What follows belongs to an exercise in optimizing a design on an open flow for small area and a short achievable clock period; a production flow would make more cautious choices. Where RTL was checked, it was by simulation tests only, not by an equivalence proof against the original. Power figures rest on the tool's default switching activity, not on a simulated workload.

// ring_buffer_double_ended_queue
module ring_buffer_double_ended_queue (
  input  logic         clk_i,
  input  logic         rst_ni,
  input  logic         start_i,
  input  logic [34:0]  cmd_i_flat,
  output logic         busy_o,
  output logic         done_o,
  output logic [102:0] result_o_flat
);
export LEC_CHECK = 0
export CAP_MARGIN = 20
export CORE_MARGIN = 2
export CORE_UTILIZATION = 60
export CTS_BUF_LIST = sky130_fd_sc_hd__clkbuf_16
export CTS_CLUSTER_DIAMETER = 60
export CTS_CLUSTER_SIZE = 25
export PLACE_DENSITY = 0.75
export SETUP_SLACK_MARGIN = 2.8
export SLEW_MARGIN = 20
create_clock -name core_clock -period 5.0 [get_ports {clk_i}]
standard.sh (not shown) runs the stock make flow with config.mk's settings and CLKGATE_MAP_FILE= SYNTH_SCRIPT=/design/flow/synth_recipe.tcl, a recipe that flattens the netlist after the stock synthesis.
==> flow/flow/run.sh <==
#!/bin/bash
# Layout flow: the standard ORFS flow (standard.sh), unchanged except that the
# port buffers are plain sky130 buf_2 cells instead of the delay-cell buffers that
# buffer_ports picks by default.
set -euo pipefail
export BUFFER_PORTS_ARGS="-buffer_cell sky130_fd_sc_hd__buf_2"
bash standard.sh > standard_flow.log 2>&1
Rerun with:
--- a/flow/config.mk
+++ b/flow/config.mk
@@ -7,3 +7,3 @@
 export LEC_CHECK = 0
-export CAP_MARGIN = 20
+export CAP_MARGIN = 0
 export CORE_MARGIN = 2
@@ -13,4 +13,3 @@
 export CTS_CLUSTER_SIZE = 25
-export PLACE_DENSITY = 0.75
-export SETUP_SLACK_MARGIN = 2.8
-export SLEW_MARGIN = 20
+export SETUP_SLACK_MARGIN = 2.9
+export SLEW_MARGIN = 0
Effect: Clock skew climbs by 0.0045 ns; global-route usage climbs by 3.2 points; cell area climbs by 5.6%; combinational power climbs by about 10%; register-to-register slack improved by 0.08 ns.
Rerun with:
--- a/flow/config.mk
+++ b/flow/config.mk
@@ -7,3 +7,3 @@
 export LEC_CHECK = 0
-export CAP_MARGIN = 0
+export CAP_MARGIN = 20
 export CORE_MARGIN = 2
@@ -13,3 +13,3 @@
 export CTS_CLUSTER_SIZE = 25
-export SETUP_SLACK_MARGIN = 2.9
-export SLEW_MARGIN = 0
+export SETUP_SLACK_MARGIN = 2.8
+export SLEW_MARGIN = 20
=> The changed run finished with timing, DRC and antenna clean. Critical path depth drops by 3. Final area drops by 6.0%. Flip-flop and latch count does not change. Routed wire length drops by 16%. Utilization drops by 4.6 points.

Another version of the RTL of ring_buffer_double_ended_queue (not shown whole).
For scale: about 1,400 cells after synthesis, roughly 580 flip-flops, roughly 140 I/O pins, roughly 22,000 um2 of cells after synthesis.
// ring_buffer_double_ended_queue
module ring_buffer_double_ended_queue (
  input  logic         clk_i,
  input  logic         rst_ni,
  input  logic         start_i,
  input  logic [34:0]  cmd_i_flat,
  output logic         busy_o,
  output logic         done_o,
  output logic [102:0] result_o_flat
);
clock: 5.0 ns
lec_check: 0
cap_margin: 0
core_margin: 2
core_utilization: 70
cts_buf_list: sky130_fd_sc_hd__clkbuf_16
cts_cluster_diameter: 60
cts_cluster_size: 25
setup_slack_margin: 2.85
slew_margin: 0
synth_hierarchical: 1
Scripts as last shown in full above: flow/flow/run.sh
The starting point produced a clean layout.
Then changed:
Settings changed: CORE_UTILIZATION 70 to 60, SETUP_SLACK_MARGIN 2.85 to 2.75.
=> Sequential share of layout area came out lower by 0.50 points. Total power came out lower by 1.8%. Final area rises by 0.66%. Register-to-register slack is about the same.

RTL: one of the versions met above, not the one the previous note started from.
For scale: about 1400 cells after synthesis.
clock: 5.0 ns
lec_check: 0
cap_margin: 0
core_margin: 2
core_utilization: 60
cts_buf_list: sky130_fd_sc_hd__clkbuf_16
cts_cluster_diameter: 60
cts_cluster_size: 25
setup_slack_margin: 2.75
slew_margin: 0
Scripts as last shown in full above: flow/flow/run.sh
Then changed:
--- a/flow/config.mk
+++ b/flow/config.mk
@@ -8,8 +8,8 @@
 export CAP_MARGIN = 0
 export CORE_MARGIN = 2
-export CORE_UTILIZATION = 60
+export CORE_UTILIZATION = 50
 export CTS_BUF_LIST = sky130_fd_sc_hd__clkbuf_16
 export CTS_CLUSTER_DIAMETER = 60
 export CTS_CLUSTER_SIZE = 25
-export SETUP_SLACK_MARGIN = 2.75
+export SETUP_SLACK_MARGIN = 2.8
 export SLEW_MARGIN = 0
Worst setup slack is better by 0.050 ns.
Clock skew is higher by 0.0036 ns.
Cell count increases by about 8%.
Then changed:
--- a/flow/config.mk
+++ b/flow/config.mk
@@ -8,8 +8,8 @@
 export CAP_MARGIN = 0
 export CORE_MARGIN = 2
-export CORE_UTILIZATION = 50
+export CORE_UTILIZATION = 60
 export CTS_BUF_LIST = sky130_fd_sc_hd__clkbuf_16
 export CTS_CLUSTER_DIAMETER = 60
 export CTS_CLUSTER_SIZE = 25
-export SETUP_SLACK_MARGIN = 2.8
+export SETUP_SLACK_MARGIN = 2.85
 export SLEW_MARGIN = 0
What happened: The new run completed without violations; hold slack gains 0.0062 ns; synthesized cell count does not change; cell area came out higher by 0.30%; first-iteration DRC count fell by 8.8%; non-clock buffer count came out higher by 32; total power came out lower by 0.86%; count of clock-buffer cells in the layout is lower by 4.

## run A
Another version of the RTL of ring_buffer_double_ended_queue (not shown whole).
For scale: about 580 flip-flops, about 140 I/O pins.
clock: 5.0 ns
lec_check: 0
cap_margin: 0
core_margin: 2
core_utilization: 60
cts_buf_list: sky130_fd_sc_hd__clkbuf_16
cts_cluster_diameter: 60
cts_cluster_size: 25
setup_slack_margin: 2.8
slew_margin: 0
Scripts as last shown in full above: flow/flow/run.sh
Inputs modified between run A and run B:
- a deleted CTS_CLUSTER_DIAMETER that had been 60
- a change of SETUP_SLACK_MARGIN from 2.8 to 2.6
- a deleted CTS_CLUSTER_SIZE that had been 25
- a change of SLEW_MARGIN from 0 to 20
- a deleted CTS_BUF_LIST that had been sky130_fd_sc_hd__clkbuf_16
- a change of CAP_MARGIN from 0 to 20
==> flow/run.sh (new file) <==
#!/bin/bash
# synth_recipe.tcl (not shown) runs the flow's synth.tcl, then flattens the netlist and writes it again
# the make line also repeats each setting of config.mk as NAME=value (left out here)
make -C /OpenROAD-flow-scripts/flow DESIGN_CONFIG=/design/flow/config.mk WORK_HOME=/design/flow/orfs CLKGATE_MAP_FILE= SYNTH_SCRIPT=/design/flow/synth_recipe.tcl finish
removed: flow/flow/run.sh
removed: flow/standard.sh
Notes after the runs:
- In the flow results for run B and run A, the hold slack is smaller on run B.
- [compare] base=run A new=run B: share of the final layout cell area in multi-input gates decreased by 0.79 points relative to the old numbers, timing-limited maximum frequency decreased by about 4% relative to the old numbers.
Modified inputs, run C compared to run B
- SETUP_SLACK_MARGIN: 2.6 -> unset
==> summary.txt <==
Against run B, run C comes in 38 lower on post-layout net count.
Compared with run B, in run C TritonCTS buffer count fell 1; final-report hold violation count about even; minimum setup slack in the final design fell 870 ps; via count fell 220; routed wire length fell about 4%.
According to the power report, total power for run C is higher than for run B.
Run C ends up with a fraction of area in registers that is 1.5 points higher than in run B.
Highest achievable clock rate went down by more than a quarter going from run B to run C.
On run C: share of layout cells above drive strength 1 is 3.9 points lower than what run B gave.
Modified inputs, run D compared to run C
- SETUP_SLACK_MARGIN now 2.7, previously not set
==> flow/flow/run.sh (new file) <==
#!/bin/bash
# Layout flow: the standard ORFS flow (standard.sh), unchanged except that the
# port buffers are plain sky130 buf_2 cells instead of the delay-cell buffers that
# buffer_ports picks by default.
set -euo pipefail
export BUFFER_PORTS_ARGS="-buffer_cell sky130_fd_sc_hd__buf_2"
bash standard.sh > standard_flow.log 2>&1
==> flow/standard.sh (new file) <==
#!/bin/bash
# synth_recipe.tcl (not shown) runs the flow's synth.tcl, then flattens the netlist and writes it again
# the make line also repeats each setting of config.mk as NAME=value (left out here)
make -C /OpenROAD-flow-scripts/flow DESIGN_CONFIG=/design/flow/config.mk WORK_HOME=/design/flow/orfs CLKGATE_MAP_FILE= SYNTH_SCRIPT=/design/flow/synth_recipe.tcl "${@:-finish}"
removed: flow/run.sh
Notes after the runs:
- Delta(core utilization, run D - run C) > 0
- NOTE global-route wire length before repair run C->run D increased slightly
- Run C → run D: placed cell count shows a reduction of 7; post-detailed-routing wire length higher.
- Comparing run D and run C, the higher combinational share of power is on run C.
- Sequential share of cell area was higher in the run labelled run C.
No functional check of the RTL was part of any run of this note.

re-timing with driven ports:
In the flow no input, the clock included, has a driving cell. The finished layouts below were timed again as built, in two steps.
Step 1, drivers: a clkbuf_16 drives clk_i and a buf_2 each remaining input, both assumed.
Step 2 times the ports against the registers' clock, not the clock port: input delays grow and output delays shrink by t, the midpoint of the rising clock arrivals with the driver on.
a / b / c = ideal / step 1 / step 2; a / b = the first two.
run	shift t [ns]	setup WS [ns]	hold WS [ns]	worst setup path at the end	latest minus earliest clock arrival (ns)
the first run of note 1	0.616	2.728 / 2.663 / 2.047	0.507 / 0.507 / 0.507	input to register	0.030 / 0.030
the second run of note 1	0.618	2.694 / 2.708 / 2.090	0.513 / 0.513 / 0.513	input to register	0.027 / 0.028
the third run of note 1	0.619	2.742 / 2.675 / 2.056	0.478 / 0.478 / 0.478	input to register	0.033 / 0.034
the first run of note 2	0.606	2.857 / 2.682 / 2.076	0.531 / 0.531 / 0.531	input to register	0.035 / 0.036
the second run of note 2	0.607	2.794 / 2.637 / 2.031	0.520 / 0.520 / 0.520	input to register	0.034 / 0.035
the first run of note 3	0.603	2.732 / 2.674 / 2.071	0.495 / 0.495 / 0.495	input to register	0.021 / 0.021
the second run of note 3	0.647	2.782 / 2.673 / 2.027	0.493 / 0.493 / 0.493	input to register	0.025 / 0.025
the third run of note 3	0.619	2.706 / 2.700 / 2.080	0.500 / 0.500 / 0.500	input to register	0.023 / 0.023
run A	0.623	2.675 / 2.600 / 1.977	0.522 / 0.495 / 0.522	input to register	0.022 / 0.022
run B	0.663	2.577 / 2.567 / 1.904	0.508 / 0.508 / 0.508	input to register	0.012 / 0.013
run C	0.657	1.703 / 1.706 / 1.070	0.518 / 0.518 / 0.518	input to register	0.014 / 0.014
run D	0.658	2.676 / 2.568 / 1.910	0.488 / 0.460 / 0.516	input to register	0.017 / 0.018
After both steps setup and hold are still met in every run listed. The setup slack of the first run of note 2, which loses most, moves by -0.175 ns with the drivers and by -0.781 ns with both steps.
